This is an optimization exercise on Yosys and OpenROAD, whose aim is small area and a short achievable clock period, not a production implementation.
In this exercise RTL edits were held to simulation tests only and were not proved equivalent to the original.
No activity file was given, so power comes from the tool's default toggle rates.

run 1:
## fp_mul_pipe
module fp_mul_pipe (
  input  logic        clk,
  input  logic        rst_n,
  input  logic        in_valid,
  input  logic [3:0]  r_mode,
  input  logic [31:0] fp_X,
  input  logic [31:0] fp_Y,
  output logic        out_valid,
  output logic [31:0] fp_Z,
  output logic        ovrf,
  output logic        udrf
);
For scale: roughly 2000 cells after synthesis, ~0.021 mm^2 of cells after synthesis.
clock: 8.5 ns
lec_check: 0
cap_margin: 20
core_margin: 2
core_utilization: 40
cts_buf_list: sky130_fd_sc_hd__clkbuf_8
cts_cluster_diameter: 50
cts_cluster_size: 30
setup_slack_margin: 5.0
slew_margin: 20
synth_hierarchical: 1
synth_minimum_keep_size: 0
run.sh (not shown) runs the stock make flow with config.mk's settings and CLKGATE_MAP_FILE= SYNTH_SCRIPT=/design/flow/synth_recipe.tcl, a recipe that flattens the netlist after the stock synthesis.
No stage failed in run 1, and the final checks on the layout all came back clean.
> inputs changed (run 1 -> run 2)
Settings: CTS_CLUSTER_DIAMETER now 60, was 50; CTS_CLUSTER_SIZE now 40, was 30; TNS_END_PERCENT now 0, previously not set.
## What came out
Run 2 finished all stages; the layout is clean. Final-stage net count for run 2 is lower than for run 1. According to the power report, total power for run 2 is lower than for run 1. Fmax on run 2 is behind run 1. Setup WNS run 1 -> run 2: worse. Initial DRC count in run 2 is 2.2% below run 1. Delta (run 2 minus run 1): final wirelength decreased by 300 um relative to the old numbers, final worst clock skew increased by 14 ps relative to the old numbers. Core utilization in run 2 vs run 1: down 0.40 points.
[inputs] run 3 vs run 2
Settings: clearing TNS_END_PERCENT, which used to be 0.
### Flow results
- The worst setup path startpoint comes out r1a_r[11]$_DFF_P_ in one run and b_neg0_q[3]$_DFF_P_ in the other, namely in run 2 and run 3 respectively.
- Re final clock period utilization by the worst path: run 3 is 1.8 points down on run 2.
- Run 3 against run 2: critical path depth shows a reduction of 4, total power shows an increase of 1.1%, layout buffer count excluding clock buffers up 7.
Relative to run 3, the following input files were edited for run 4:
Settings: CAP_MARGIN now 0, was 20; SLEW_MARGIN now 0, was 20.
Findings:
- Run 4 finished every step from synthesis to the final layout, and the layout passed the timing, design-rule and antenna checks.
- ~same register-to-register slack in run 4 and run 3
- Diff run 4..run 3 | sequential cell area share | unchanged
- Run 4 -> run 3: synthesized cell count delta 0, exact match
- Maximum clock insertion buffer count: run 3 vs run 4 identical
> inputs changed (run 4 -> run 5)
Settings: CAP_MARGIN: 0 -> 20; CORE_UTILIZATION: 40 -> 45; SLEW_MARGIN: 0 -> 20.
==> comparison <==
- The register-to-register slack number comes out lower for run 5 vs run 4.
- First-pass GRT wire length, run 5 vs run 4: up slightly
- Where clock network power is concerned, run 4 is outperformed by run 5.
- When run 5 is measured against run 4, its average via count per standard cell turns out 2.8% higher.
- The sequential power of run 5 falls short of that of run 4 by about 2%.
- Taking run 5 over run 4, the overall die area ratio works out to 0.891.
- The worst setup slack of run 5 was inferior to that of run 4.
- Run 5 vs run 4, sum of met2 wire segment lengths after detailed routing went down by about 1.2%.


== the baseline ==
fp_mul_pipe, a different RTL version from the one above (not shown whole).
Size in the first run: ~300 flip-flops, roughly 110 I/O pins, roughly 21,000 um2 of cells after synthesis.
Settings: LEC_CHECK=0, CAP_MARGIN=20, CORE_MARGIN=2, CORE_UTILIZATION=40, CTS_BUF_LIST=sky130_fd_sc_hd__clkbuf_8, CTS_CLUSTER_DIAMETER=40, CTS_CLUSTER_SIZE=20, SETUP_SLACK_MARGIN=5.0, SLEW_MARGIN=20, SYNTH_HIERARCHICAL=1, SYNTH_MINIMUM_KEEP_SIZE=0; clock period 8.5 ns.
standard.sh (not shown) runs the stock make flow with config.mk's settings and CLKGATE_MAP_FILE= SYNTH_SCRIPT=/design/flow/synth_recipe.tcl, a recipe that flattens the netlist after the stock synthesis.
==> flow/flow/run.sh <==
#!/bin/bash
set -euo pipefail
MARGIN=5.5
sed -E "s/SETUP_SLACK_MARGIN=[-0-9.]+/SETUP_SLACK_MARGIN=${MARGIN}/" standard.sh > standard_margin.sh
grep -q "SETUP_SLACK_MARGIN=${MARGIN}" standard_margin.sh
bash standard_margin.sh > standard.log 2>&1
The baseline | stages: all done | timing, DRC, antenna: all pass
Modified inputs, the candidate compared to the baseline
--- a/flow/flow/run.sh
+++ b/flow/flow/run.sh
@@ -2,3 +2,3 @@
 set -euo pipefail
-MARGIN=5.5
+MARGIN=5.3
 sed -E "s/SETUP_SLACK_MARGIN=[-0-9.]+/SETUP_SLACK_MARGIN=${MARGIN}/" standard.sh > standard_margin.sh
--- a/flow/config.mk
+++ b/flow/config.mk
@@ -13,2 +13,3 @@
 export CTS_CLUSTER_SIZE = 20
+export GPL_TIMING_DRIVEN = 0
 export SETUP_SLACK_MARGIN = 5.0
The candidate consumes less power than the baseline does. The candidate: no failed stages, no open violations at the end. Relative to the baseline, data required time of the critical path has decreased by 0.07 ns in the candidate. The candidate: design area lower than the baseline. Compared with the baseline, the candidate shows a higher met3 layer usage reported by global route. The candidate -> the baseline: area after synthesis delta 0, exact match. Row critical path depth: the candidate higher / the baseline lower. The candidate vs the baseline — via count of the routed design rose 179. Post-route fraction of the period consumed by the critical path for the candidate is higher than for the baseline. Side by side, combinational group share of total power turned out lower in the candidate than in the baseline.


## JK
Starting RTL as in the previous note.
Settings: LEC_CHECK=0, CAP_MARGIN=20, CORE_MARGIN=2, CORE_UTILIZATION=40, CTS_BUF_LIST=sky130_fd_sc_hd__clkbuf_8, CTS_CLUSTER_DIAMETER=40, CTS_CLUSTER_SIZE=20, SETUP_SLACK_MARGIN=5.0, SLEW_MARGIN=20, SYNTH_HIERARCHICAL=1, SYNTH_MINIMUM_KEEP_SIZE=0; clock period 8.5 ns.
==> flow/flow/run.sh <==
#!/bin/bash
set -euo pipefail
MARGIN=5.2
sed -E "s/SETUP_SLACK_MARGIN=[-0-9.]+/SETUP_SLACK_MARGIN=${MARGIN}/" standard.sh > standard_margin.sh
grep -q "SETUP_SLACK_MARGIN=${MARGIN}" standard_margin.sh
bash standard_margin.sh > standard.log 2>&1
JK finished all stages; the layout is clean.
## Diff of input files: MS against JK
Settings: CTS_BUF_LIST changed from sky130_fd_sc_hd__clkbuf_8 to sky130_fd_sc_hd__clkbuf_4 sky130_fd_sc_hd__clkbuf_8.
--- a/flow/flow/run.sh
+++ b/flow/flow/run.sh
@@ -1,5 +1,5 @@
 #!/bin/bash
 set -euo pipefail
-MARGIN=5.2
+MARGIN=5.3
 sed -E "s/SETUP_SLACK_MARGIN=[-0-9.]+/SETUP_SLACK_MARGIN=${MARGIN}/" standard.sh > standard_margin.sh
 grep -q "SETUP_SLACK_MARGIN=${MARGIN}" standard_margin.sh
Results
Changes observed in MS relative to JK: internal power shows a reduction of 0.069 mW; clock group share of total power now sits lower. Per the comparison of MS with JK, critical-path maximum fanout went down 4.0%; overall power of the completed layout went down 0.79%.
### MS -> AL
Settings: CTS_BUF_LIST changed from sky130_fd_sc_hd__clkbuf_4 sky130_fd_sc_hd__clkbuf_8 to sky130_fd_sc_hd__clkbuf_8.
--- a/flow/flow/run.sh
+++ b/flow/flow/run.sh
@@ -1,5 +1,5 @@
 #!/bin/bash
 set -euo pipefail
-MARGIN=5.3
+MARGIN=5.4
 sed -E "s/SETUP_SLACK_MARGIN=[-0-9.]+/SETUP_SLACK_MARGIN=${MARGIN}/" standard.sh > standard_margin.sh
 grep -q "SETUP_SLACK_MARGIN=${MARGIN}" standard_margin.sh
[summary]
Sort AL and MS by proportion of power drawn by flip-flops and latches, ascending, and AL comes first. AL vs MS — total buffers and inverters traversed by the critical path rose 1. Higher clock network fraction of total power was reported by MS, not AL. AL ends up with a detailed-route wire length per cell that is 0.48 µm higher than in MS. Final critical delay including setup and external delays, AL and MS: lower on MS. Every run in the comparison, AL and MS, completed the flow with a clean layout. Between AL and MS, wire length is lower for MS, AL comes in above that. Against MS, AL reports a area growth from synthesis to final layout that is higher.
The following lists how TR was set up differently from AL:
--- a/flow/flow/run.sh
+++ b/flow/flow/run.sh
@@ -1,5 +1,5 @@
 #!/bin/bash
 set -euo pipefail
-MARGIN=5.4
+MARGIN=5.3
 sed -E "s/SETUP_SLACK_MARGIN=[-0-9.]+/SETUP_SLACK_MARGIN=${MARGIN}/" standard.sh > standard_margin.sh
 grep -q "SETUP_SLACK_MARGIN=${MARGIN}" standard_margin.sh
Results
Per the comparison of TR with AL, standard cell core area has remained practically unchanged, final total power has decreased, part of the total power dissipated in the clock network has increased.
What PW does differently from TR at the input level:
--- a/flow/flow/run.sh
+++ b/flow/flow/run.sh
@@ -1,5 +1,5 @@
 #!/bin/bash
 set -euo pipefail
-MARGIN=5.3
+MARGIN=5.35
 sed -E "s/SETUP_SLACK_MARGIN=[-0-9.]+/SETUP_SLACK_MARGIN=${MARGIN}/" standard.sh > standard_margin.sh
 grep -q "SETUP_SLACK_MARGIN=${MARGIN}" standard_margin.sh
Findings:
In PW, proportion of final cell area spent on non-clock buffers is higher than in TR. Going from TR to PW, net switching power of the design grew by a few percent. In the reports for PW and TR, the larger TritonCTS buffer count belongs to PW. In the reports for PW and TR, the larger final instance area belongs to PW.


Starting RTL as in the previous note.
==> flow/config.mk <==
export PLATFORM = sky130hd
export DESIGN_NAME = fp_mul_pipe
export DESIGN_NICKNAME = fp_mul_pipe
export VERILOG_FILES = /design/flow/design.v
export SDC_FILE = /design/flow/constraint.sdc
export NUM_CORES = 4
export LEC_CHECK = 0
export CAP_MARGIN = 20
export CORE_MARGIN = 2
export CORE_UTILIZATION = 40
export CTS_BUF_LIST = sky130_fd_sc_hd__clkbuf_8
export CTS_CLUSTER_DIAMETER = 40
export CTS_CLUSTER_SIZE = 20
export PLACE_DENSITY = 0.65
export SETUP_SLACK_MARGIN = 5.0
export SLEW_MARGIN = 20
export SYNTH_HIERARCHICAL = 1
export SYNTH_MINIMUM_KEEP_SIZE = 0
==> flow/constraint.sdc <==
create_clock -name core_clock -period 8.5 [get_ports {clk}]
set_input_delay 1.7000 -clock core_clock [delete_from_list [all_inputs] [get_ports {clk}]]
set_output_delay 1.7000 -clock core_clock [all_outputs]
set_load 0.01 [all_outputs]
==> flow/flow/run.sh <==
#!/bin/bash
set -euo pipefail
MARGIN=5.3
sed -E "s/SETUP_SLACK_MARGIN=[-0-9.]+/SETUP_SLACK_MARGIN=${MARGIN}/" standard.sh > standard_margin.sh
grep -q "SETUP_SLACK_MARGIN=${MARGIN}" standard_margin.sh
bash standard_margin.sh > standard.log 2>&1
The baseline produced a clean layout.
Change:
--- a/flow/config.mk
+++ b/flow/config.mk
@@ -12,5 +12,5 @@
 export CTS_CLUSTER_DIAMETER = 40
 export CTS_CLUSTER_SIZE = 20
-export PLACE_DENSITY = 0.65
+export GPL_ROUTABILITY_DRIVEN = 0
 export SETUP_SLACK_MARGIN = 5.0
 export SLEW_MARGIN = 20
Sequential cell count does not change.
Clock skew barely changes.
Power goes up slightly.
Final cell count hardly moves.
Die area does not change.

[re-timing with driven ports]
The results above use ideal ports. As a check the final layouts listed here were re-extracted and re-timed, cells and wires unchanged.
Step 1 sets driving cells, clkbuf_16 on the clock port and buf_2 on the other inputs (assumed; they add their load-dependent delay and slew).
Step 2 times the ports against the registers' clock, not the clock port: input delays grow and output delays shrink by t, the midpoint of the rising clock arrivals with the driver on.
Slacks: no drivers / after step 1 / after step 2; pairs: no drivers / after step 1.
run	shift t [ns]	setup slack, ns	worst setup path at the end	pins driven straight from the clock port
run 1	0.705	5.150 / 5.150 / 4.707	input to register	1
run 2	0.700	5.010 / 5.010 / 4.683	input to register	1
run 3	0.698	5.161 / 5.161 / 4.682	input to register	1
run 4	0.698	5.161 / 5.161 / 4.682	input to register	1
run 5	0.690	5.103 / 5.103 / 4.593	input to register	1
the baseline	0.677	5.436 / 5.436 / 4.935	input to register	1
the candidate	0.680	5.018 / 5.018 / 4.723	input to register	1
JK	0.680	5.254 / 5.231 / 4.688	input to register	1
MS	0.682	5.377 / 5.377 / 4.749	input to register	1
AL	0.681	5.343 / 5.343 / 4.796	input to register	1
TR	0.685	5.357 / 5.357 / 4.749	input to register	1
PW	0.689	5.371 / 5.371 / 4.800	input to register	1
the first run of note 4	0.679	5.231 / 5.231 / 4.754	input to register	1
the second run of note 4	0.682	5.309 / 5.327 / 4.655	input to register	1
After both steps setup and hold are still met in every run listed. For the second run of note 4, which loses most, drivers alone change the setup slack by +0.018 ns; drivers and shift together by -0.654 ns.
